Context: an optimization exercise on an open-source flow, tuned for small area, a short achievable clock period and few clock cycles per item. The choices shown serve that exercise and are no tape-out recipe. Power figures rest on the tool's default switching activity, not on a simulated workload.

## job 101
==> module fft_bitrev_buf, before the edit <==
module fft_bitrev_buf
(
  input  logic clk,
  input  logic rst,
  input  logic din_vld,
  input  logic din_last,
  input  logic [9:0] din_re,
  input  logic [9:0] din_im,
  input  logic dout_rdy,
  output logic din_rdy,
  output logic dout_vld,
  output logic dout_last,
  output logic [5:0] dout_idx,
  output logic [9:0] dout_re,
  output logic [9:0] dout_im,
  output logic err_frame
);
  function automatic logic [5:0] bitrev(input logic [5:0] v);
    logic [5:0] r;
    for (int i = 0; i < 6; i++)
      r[i] = v[5-i];
    bitrev = r;
  endfunction
  function automatic logic [7:0] onehot3(input logic [2:0] v);
    onehot3 = 8'd1 << v;
  endfunction
  function automatic logic [5:0] rd_slot(input logic p, input logic [5:0] c);
    rd_slot = p ? c : bitrev(c);
  endfunction
  logic [19:0] in_data;     
  logic        in_vld;
  logic [5:0]  wr_cnt;      
  logic        wr_par;      
  logic        free_q;      
  logic        rdy_q;       
  logic        in_free;     
  logic [5:0]  rd_cnt;      
  logic        rd_par;      
  logic [7:0]  rd_hi;       
  logic [7:0]  rd_lo;       
  logic [1:0]  n_full;      
  logic        vld_q;
  logic [19:0] out_data;
  logic [5:0]  out_idx;
  logic        out_last;
  logic        acc;
  logic        acc_wrap;
  logic        we;
  logic        wr_wrap;
  logic        ld;
  logic        ld_wrap;
  logic [19:0] rd_data;
  logic [19:0] mem [64];
  logic [19:0] grp [8];
  logic [5:0]  wr_addr;
  logic [5:0]  wr_cnt_n;
  logic        wr_par_n;
  logic [5:0]  rd_cnt_i;    
  logic        rd_par_i;
  logic [5:0]  slot_i;
  logic        free_h;      
  logic        free_l;      
  logic        free_n;
  logic        in_vld_n;
  assign din_rdy  = rdy_q;
  assign dout_vld = vld_q;
  assign in_free  = !in_vld | free_q;
  assign acc      = din_vld & in_free;
  assign acc_wrap = in_vld ? (wr_cnt == 6'd62) : (wr_cnt == 6'd63);
  assign we       = in_vld & free_q;
  assign wr_wrap  = (wr_cnt == 6'd63);
  assign ld       = (!vld_q | dout_rdy) & ((n_full != 2'd0) | (acc & acc_wrap));
  assign ld_wrap  = (rd_cnt == 6'd63);
  assign wr_addr  = wr_par ? bitrev(wr_cnt) : wr_cnt;
  for (genvar k = 0; k < 64; k++) begin : g_mem
    logic sel;
    assign sel = we & (wr_addr == 6'(k));
    fft_pingpong_mem u_ent (
      .clk  (clk),
      .load (sel),
      .hold (!sel),
      .d    (in_data),
      .q    (mem[k])
    );
  end
  always_comb begin
    for (int g = 0; g < 8; g++) begin
      grp[g] = '0;
      for (int l = 0; l < 8; l++)
        grp[g] = grp[g] | (mem[8*g+l] & {20{rd_lo[l]}});
    end
    rd_data = '0;
    for (int g = 0; g < 8; g++)
      rd_data = rd_data | (grp[g] & {20{rd_hi[g]}});
  end
  always_comb begin
    wr_cnt_n = we ? wr_cnt + 6'd1 : wr_cnt;
    wr_par_n = (we & wr_wrap) ? ~wr_par : wr_par;
    rd_cnt_i = rd_cnt + 6'd1;
    rd_par_i = ld_wrap ? ~rd_par : rd_par;
    slot_i   = rd_slot(rd_par_i, rd_cnt_i);
    free_h   = (wr_par_n == rd_par)   || (wr_cnt_n < rd_cnt);
    free_l   = (wr_par_n == rd_par_i) || (wr_cnt_n < rd_cnt_i);
    free_n   = ld ? free_l : free_h;
    in_vld_n = in_free ? din_vld : in_vld;
  end
  always_ff @(posedge clk) begin
    if (rst) begin
      in_vld    <= 1'b0;
      wr_cnt    <= '0;
      wr_par    <= 1'b0;
      free_q    <= 1'b1;
      rdy_q     <= 1'b1;
      rd_cnt    <= '0;
      rd_par    <= 1'b0;
      rd_hi     <= 8'd1;
      rd_lo     <= 8'd1;
      n_full    <= '0;
      vld_q     <= 1'b0;
      err_frame <= 1'b0;
    end else begin
      in_vld  <= in_vld_n;
      wr_cnt  <= wr_cnt_n;
      wr_par  <= wr_par_n;
      free_q  <= free_n;
      rdy_q   <= !in_vld_n || free_n;
      if (ld) begin
        rd_cnt <= rd_cnt_i;
        rd_par <= rd_par_i;
        rd_hi  <= onehot3(slot_i[5:3]);
        rd_lo  <= onehot3(slot_i[2:0]);
      end
      n_full  <= n_full + 2'((acc & acc_wrap)) - 2'((ld & ld_wrap));
      if (acc && (din_last != acc_wrap))
        err_frame <= 1'b1;
      if (ld)
        vld_q <= 1'b1;
      else if (dout_rdy)
        vld_q <= 1'b0;
    end
  end
  always_ff @(posedge clk) begin
    if (in_free)
      in_data <= {din_re, din_im};
  end
  always_ff @(posedge clk) begin
    if (rst) begin
      out_data <= '0;
      out_idx  <= '0;
      out_last <= 1'b0;
    end else if (ld) begin
      out_data <= rd_data;
      out_idx  <= bitrev(rd_cnt);
      out_last <= ld_wrap;
    end else if (dout_rdy) begin
      out_data <= '0;
      out_idx  <= '0;
      out_last <= 1'b0;
    end
  end
  assign dout_re   = out_data[19:10];
  assign dout_im   = out_data[9:0];
  assign dout_idx  = out_idx;
  assign dout_last = out_last;
endmodule
make LEC_CHECK=0 CAP_MARGIN=20 CORE_MARGIN=2 CORE_UTILIZATION=55 CTS_BUF_LIST=sky130_fd_sc_hd__clkbuf_16 CTS_CLUSTER_DIAMETER=80 CTS_CLUSTER_SIZE=25 SETUP_SLACK_MARGIN=4.0 SLEW_MARGIN=20 SYNTH_HIERARCHICAL=1 finish   # period 6.5 ns
run.sh (not shown) runs the stock make flow with config.mk's settings and CLKGATE_MAP_FILE= SYNTH_SCRIPT=/design/flow/synth_recipe.tcl, a recipe that flattens the netlist after the stock synthesis.
Here is what was changed in the inputs of job 102 compared with job 101.
--- a/flow/design.v
+++ b/flow/design.v
@@ -61,11 +61,13 @@
   logic        ld;
   logic        ld_wrap;
   logic [19:0] rd_data;
   logic [19:0] mem [64];
   logic [19:0] grp [8];
-  logic [5:0]  wr_addr;
+  logic [7:0]  wr_hi;       
+  logic [7:0]  wr_lo;       
+  logic [5:0]  slot_w;
   logic [5:0]  wr_cnt_n;
   logic        wr_par_n;
   logic [5:0]  rd_cnt_i;    
   logic        rd_par_i;
   logic [5:0]  slot_i;
@@ -80,14 +82,13 @@
   assign acc_wrap = in_vld ? (wr_cnt == 6'd62) : (wr_cnt == 6'd63);
   assign we       = in_vld & free_q;
   assign wr_wrap  = (wr_cnt == 6'd63);
   assign ld       = (!vld_q | dout_rdy) & ((n_full != 2'd0) | (acc & acc_wrap));
   assign ld_wrap  = (rd_cnt == 6'd63);
-  assign wr_addr  = wr_par ? bitrev(wr_cnt) : wr_cnt;
   for (genvar k = 0; k < 64; k++) begin : g_mem
     logic sel;
-    assign sel = we & (wr_addr == 6'(k));
+    assign sel = free_q & wr_hi[k/8] & wr_lo[k%8];
     fft_pingpong_mem u_ent (
       .clk  (clk),
       .load (sel),
       .hold (!sel),
       .d    (in_data),
@@ -105,10 +106,11 @@
       rd_data = rd_data | (grp[g] & {20{rd_hi[g]}});
   end
   always_comb begin
     wr_cnt_n = we ? wr_cnt + 6'd1 : wr_cnt;
     wr_par_n = (we & wr_wrap) ? ~wr_par : wr_par;
+    slot_w   = wr_par_n ? bitrev(wr_cnt_n) : wr_cnt_n;
     rd_cnt_i = rd_cnt + 6'd1;
     rd_par_i = ld_wrap ? ~rd_par : rd_par;
     slot_i   = rd_slot(rd_par_i, rd_cnt_i);
     free_h   = (wr_par_n == rd_par)   || (wr_cnt_n < rd_cnt);
     free_l   = (wr_par_n == rd_par_i) || (wr_cnt_n < rd_cnt_i);
@@ -118,10 +120,12 @@
   always_ff @(posedge clk) begin
     if (rst) begin
       in_vld    <= 1'b0;
       wr_cnt    <= '0;
       wr_par    <= 1'b0;
+      wr_hi     <= 8'd1;
+      wr_lo     <= 8'd1;
       free_q    <= 1'b1;
       rdy_q     <= 1'b1;
       rd_cnt    <= '0;
       rd_par    <= 1'b0;
       rd_hi     <= 8'd1;
@@ -131,10 +135,12 @@
       err_frame <= 1'b0;
     end else begin
       in_vld  <= in_vld_n;
       wr_cnt  <= wr_cnt_n;
       wr_par  <= wr_par_n;
+      wr_hi   <= onehot3(slot_w[5:3]);
+      wr_lo   <= onehot3(slot_w[2:0]);
       free_q  <= free_n;
       rdy_q   <= !in_vld_n || free_n;
       if (ld) begin
         rd_cnt <= rd_cnt_i;
         rd_par <= rd_par_i;
==> run notes <==
Job 102 — fraction of layout cells with a size suffix above 1 4.9 points lower, job 101 as reference. Compared with job 101, job 102 shows first-pass GRT wire length lower by 2.8%. Diff job 101 -> job 102: total power climbed 0.00057 W; number of nets in the layout shows a reduction of about 2.3%. Higher aggregate global-route resource usage among job 101 and job 102: job 101. Summary of job 102 over job 101: fraction of the mapped netlist area in compound gates lower, switching part of the total power now larger. Changes observed in job 102 relative to job 101: minimum clock period lower, setup slack higher.
Function was not checked in any run of this note: the RTL went through the layout flow alone.

* * *

fft_bitrev_buf, a different RTL version from the one above (not shown whole).
Size in the first run: roughly 2,800 cells after synthesis, ~55 I/O pins.
==> module fft_pingpong_mem, before the edit <==
module fft_pingpong_mem
(
  input  logic        clk,
  input  logic        we,
  input  logic [5:0]  wr_addr,
  input  logic [19:0] wr_data,
  input  logic [7:0]  rd_hi,
  input  logic [7:0]  rd_lo,
  output logic [19:0] rd_data
);
  logic [19:0] mem [64];
  logic [19:0] grp [8];
  always_ff @(posedge clk) begin
    if (we)
      mem[wr_addr] <= wr_data;
  end
  always_comb begin
    for (int g = 0; g < 8; g++) begin
      grp[g] = '0;
      for (int l = 0; l < 8; l++)
        grp[g] = grp[g] | (mem[8*g+l] & {20{rd_lo[l]}});
    end
    rd_data = '0;
    for (int g = 0; g < 8; g++)
      rd_data = rd_data | (grp[g] & {20{rd_hi[g]}});
  end
endmodule
==> module fft_bitrev_buf, before the edit <==
module fft_bitrev_buf
(
  input  logic clk,
  input  logic rst,
  input  logic din_vld,
  input  logic din_last,
  input  logic [9:0] din_re,
  input  logic [9:0] din_im,
  input  logic dout_rdy,
  output logic din_rdy,
  output logic dout_vld,
  output logic dout_last,
  output logic [5:0] dout_idx,
  output logic [9:0] dout_re,
  output logic [9:0] dout_im,
  output logic err_frame
);
  function automatic logic [5:0] bitrev(input logic [5:0] v);
    logic [5:0] r;
    for (int i = 0; i < 6; i++)
      r[i] = v[5-i];
    bitrev = r;
  endfunction
  function automatic logic [7:0] onehot3(input logic [2:0] v);
    onehot3 = 8'd1 << v;
  endfunction
  function automatic logic [5:0] rd_slot(input logic p, input logic [5:0] c);
    rd_slot = p ? c : bitrev(c);
  endfunction
  logic [19:0] in_data;     
  logic        in_vld;
  logic [5:0]  wr_cnt;      
  logic        wr_par;      
  logic        free_q;      
  logic        rdy_q;
  logic [5:0]  rd_cnt;      
  logic        rd_par;      
  logic [7:0]  rd_hi;       
  logic [7:0]  rd_lo;       
  logic [1:0]  n_full;      
  logic        vld_q;
  logic [19:0] out_data;
  logic [5:0]  out_idx;
  logic        out_last;
  logic        acc;
  logic        acc_wrap;
  logic        we;
  logic        wr_wrap;
  logic        ld;
  logic        ld_wrap;
  logic [19:0] rd_data;
  logic [5:0]  wr_addr;
  logic [5:0]  wr_cnt_n;
  logic        wr_par_n;
  logic [5:0]  rd_cnt_i;    
  logic        rd_par_i;
  logic [5:0]  slot_i;
  logic        free_h;      
  logic        free_l;      
  logic        free_n;
  logic        in_vld_n;
  assign din_rdy  = rdy_q;
  assign dout_vld = vld_q;
  assign acc      = din_vld & rdy_q;
  assign acc_wrap = in_vld ? (wr_cnt == 6'd62) : (wr_cnt == 6'd63);
  assign we       = in_vld & free_q;
  assign wr_wrap  = (wr_cnt == 6'd63);
  assign ld       = (!vld_q | dout_rdy) & ((n_full != 2'd0) | (acc & acc_wrap));
  assign ld_wrap  = (rd_cnt == 6'd63);
  assign wr_addr  = wr_par ? bitrev(wr_cnt) : wr_cnt;
  fft_pingpong_mem u_mem (
    .clk     (clk),
    .we      (we),
    .wr_addr (wr_addr),
    .wr_data (in_data),
    .rd_hi   (rd_hi),
    .rd_lo   (rd_lo),
    .rd_data (rd_data)
  );
  always_comb begin
    wr_cnt_n = we ? wr_cnt + 6'd1 : wr_cnt;
    wr_par_n = (we & wr_wrap) ? ~wr_par : wr_par;
    rd_cnt_i = rd_cnt + 6'd1;
    rd_par_i = ld_wrap ? ~rd_par : rd_par;
    slot_i   = rd_slot(rd_par_i, rd_cnt_i);
    free_h   = (wr_par_n == rd_par)   || (wr_cnt_n < rd_cnt);
    free_l   = (wr_par_n == rd_par_i) || (wr_cnt_n < rd_cnt_i);
    free_n   = ld ? free_l : free_h;
    in_vld_n = rdy_q ? din_vld : in_vld;
  end
  always_ff @(posedge clk) begin
    if (rst) begin
      in_vld    <= 1'b0;
      wr_cnt    <= '0;
      wr_par    <= 1'b0;
      free_q    <= 1'b1;
      rdy_q     <= 1'b1;
      rd_cnt    <= '0;
      rd_par    <= 1'b0;
      rd_hi     <= 8'd1;
      rd_lo     <= 8'd1;
      n_full    <= '0;
      vld_q     <= 1'b0;
      err_frame <= 1'b0;
    end else begin
      in_vld  <= in_vld_n;
      wr_cnt  <= wr_cnt_n;
      wr_par  <= wr_par_n;
      free_q  <= free_n;
      rdy_q   <= !in_vld_n || free_n;
      if (ld) begin
        rd_cnt <= rd_cnt_i;
        rd_par <= rd_par_i;
        rd_hi  <= onehot3(slot_i[5:3]);
        rd_lo  <= onehot3(slot_i[2:0]);
      end
      n_full  <= n_full + 2'((acc & acc_wrap)) - 2'((ld & ld_wrap));
      if (acc && (din_last != acc_wrap))
        err_frame <= 1'b1;
      if (ld)
        vld_q <= 1'b1;
      else if (dout_rdy)
        vld_q <= 1'b0;
    end
  end
  always_ff @(posedge clk) begin
    if (rdy_q)
      in_data <= {din_re, din_im};
  end
  always_ff @(posedge clk) begin
    if (rst) begin
      out_data <= '0;
      out_idx  <= '0;
      out_last <= 1'b0;
    end else if (ld) begin
      out_data <= rd_data;
      out_idx  <= bitrev(rd_cnt);
      out_last <= ld_wrap;
    end else if (dout_rdy) begin
      out_data <= '0;
      out_idx  <= '0;
      out_last <= 1'b0;
    end
  end
  assign dout_re   = out_data[19:10];
  assign dout_im   = out_data[9:0];
  assign dout_idx  = out_idx;
  assign dout_last = out_last;
endmodule
clock: 6.5 ns
lec_check: 0
cap_margin: 20
core_margin: 2
core_utilization: 55
cts_buf_list: sky130_fd_sc_hd__clkbuf_16
cts_cluster_diameter: 80
cts_cluster_size: 25
setup_slack_margin: 4.0
slew_margin: 20
Then changed:
--- a/flow/design.v
+++ b/flow/design.v
@@ -2,7 +2,8 @@
 (
   input  logic        clk,
   input  logic        we,
-  input  logic [5:0]  wr_addr,
+  input  logic [7:0]  wr_hi,
+  input  logic [7:0]  wr_lo,
   input  logic [19:0] wr_data,
   input  logic [7:0]  rd_hi,
   input  logic [7:0]  rd_lo,
@@ -11,8 +12,9 @@
   logic [19:0] mem [64];
   logic [19:0] grp [8];
   always_ff @(posedge clk) begin
-    if (we)
-      mem[wr_addr] <= wr_data;
+    for (int k = 0; k < 64; k++)
+      if (we && wr_hi[k/8] && wr_lo[k%8])
+        mem[k] <= wr_data;
   end
   always_comb begin
     for (int g = 0; g < 8; g++) begin
@@ -59,7 +61,8 @@
   logic [5:0]  wr_cnt;      
   logic        wr_par;      
   logic        free_q;      
-  logic        rdy_q;
+  logic        rdy_q;       
+  logic        in_free;     
   logic [5:0]  rd_cnt;      
   logic        rd_par;      
   logic [7:0]  rd_hi;       
@@ -76,29 +79,33 @@
   logic        ld;
   logic        ld_wrap;
   logic [19:0] rd_data;
-  logic [5:0]  wr_addr;
+  logic [7:0]  wr_hi;       
+  logic [7:0]  wr_lo;       
+  logic [5:0]  slot_w;
   logic [5:0]  wr_cnt_n;
   logic        wr_par_n;
   logic [5:0]  rd_cnt_i;    
   logic        rd_par_i;
   logic [5:0]  slot_i;
-  logic        free_h;      
-  logic        free_l;      
+  logic [6:0]  occ;         
+  logic [6:0]  occ_h;       
+  logic [6:0]  occ_l;       
   logic        free_n;
   logic        in_vld_n;
   assign din_rdy  = rdy_q;
   assign dout_vld = vld_q;
-  assign acc      = din_vld & rdy_q;
+  assign in_free  = !in_vld | free_q;
+  assign acc      = din_vld & in_free;
   assign acc_wrap = in_vld ? (wr_cnt == 6'd62) : (wr_cnt == 6'd63);
   assign we       = in_vld & free_q;
   assign wr_wrap  = (wr_cnt == 6'd63);
   assign ld       = (!vld_q | dout_rdy) & ((n_full != 2'd0) | (acc & acc_wrap));
   assign ld_wrap  = (rd_cnt == 6'd63);
-  assign wr_addr  = wr_par ? bitrev(wr_cnt) : wr_cnt;
   fft_pingpong_mem u_mem (
     .clk     (clk),
-    .we      (we),
-    .wr_addr (wr_addr),
+    .we      (free_q),
+    .wr_hi   (wr_hi),
+    .wr_lo   (wr_lo),
     .wr_data (in_data),
     .rd_hi   (rd_hi),
     .rd_lo   (rd_lo),
@@ -107,20 +114,24 @@
   always_comb begin
     wr_cnt_n = we ? wr_cnt + 6'd1 : wr_cnt;
     wr_par_n = (we & wr_wrap) ? ~wr_par : wr_par;
+    slot_w   = wr_par_n ? bitrev(wr_cnt_n) : wr_cnt_n;
     rd_cnt_i = rd_cnt + 6'd1;
     rd_par_i = ld_wrap ? ~rd_par : rd_par;
     slot_i   = rd_slot(rd_par_i, rd_cnt_i);
-    free_h   = (wr_par_n == rd_par)   || (wr_cnt_n < rd_cnt);
-    free_l   = (wr_par_n == rd_par_i) || (wr_cnt_n < rd_cnt_i);
-    free_n   = ld ? free_l : free_h;
-    in_vld_n = rdy_q ? din_vld : in_vld;
+    free_n   = ld || !((occ == 7'd64) || (we && (occ == 7'd63)));
+    occ_h    = we ? occ + 7'd1 : occ;
+    occ_l    = we ? occ : occ - 7'd1;
+    in_vld_n = in_free ? din_vld : in_vld;
   end
   always_ff @(posedge clk) begin
     if (rst) begin
       in_vld    <= 1'b0;
       wr_cnt    <= '0;
       wr_par    <= 1'b0;
+      wr_hi     <= 8'd1;
+      wr_lo     <= 8'd1;
       free_q    <= 1'b1;
+      occ       <= '0;
       rdy_q     <= 1'b1;
       rd_cnt    <= '0;
       rd_par    <= 1'b0;
@@ -133,7 +144,10 @@
       in_vld  <= in_vld_n;
       wr_cnt  <= wr_cnt_n;
       wr_par  <= wr_par_n;
+      wr_hi   <= onehot3(slot_w[5:3]);
+      wr_lo   <= onehot3(slot_w[2:0]);
       free_q  <= free_n;
+      occ     <= ld ? occ_l : occ_h;
       rdy_q   <= !in_vld_n || free_n;
       if (ld) begin
         rd_cnt <= rd_cnt_i;
@@ -151,7 +165,7 @@
     end
   end
   always_ff @(posedge clk) begin
-    if (rdy_q)
+    if (in_free)
       in_data <= {din_re, din_im};
   end
   always_ff @(posedge clk) begin
Outcome: The changed run produced a clean layout. Setup slack gets worse by 0.085 ns. Total power rose by about 2.6%. Sequential cell count rose by 23. Hold slack gets worse by 0.015 ns. Final area barely changes. Routed wire length fell by about 1.2%. Final cell count rose by about 1.2%. Die area rose by about 1.4%. Combinational power rose by about 4%. Core utilization fell by 1.0 points.
No run of this note included a check of the RTL's function; only the layout flow was run.

[re-timing with driven ports]
No port has a modelled driver above. Below, the same layouts with a new extraction and two added sets of constraints. Step 1 (the two cells are an assumption about what drives the block):
set clk [get_ports {clk}]
set_driving_cell -lib_cell sky130_fd_sc_hd__clkbuf_16 $clk
set_driving_cell -lib_cell sky130_fd_sc_hd__buf_2 [delete_from_list [all_inputs] $clk]
Step 2, shift: input delay + t, output delay - t, t = (earliest + latest rising clock arrival at the registers) / 2. This alone moves slack from input paths to output paths. a / b / c = no drivers / after step 1 / after step 2; a / b = the first two.
run | shift t [ns] | setup WS [ns] | worst setup path after step 2 | cell pins on the clock port's net
job 101 | 0.792 | 3.877 / 3.877 / 3.481 | input to register | 1
job 102 | 0.790 | 3.896 / 3.825 / 3.598 | input to register | 1
the first run of note 2 | 0.753 | 3.917 / 3.842 / 3.493 | input to register | 1
the second run of note 2 | 0.717 | 3.832 / 3.856 / 3.139 | input to register | 1
After both steps setup and hold are still met in every run listed. For the second run of note 2, which loses most, drivers alone change the setup slack by +0.024 ns; drivers and shift together by -0.693 ns.
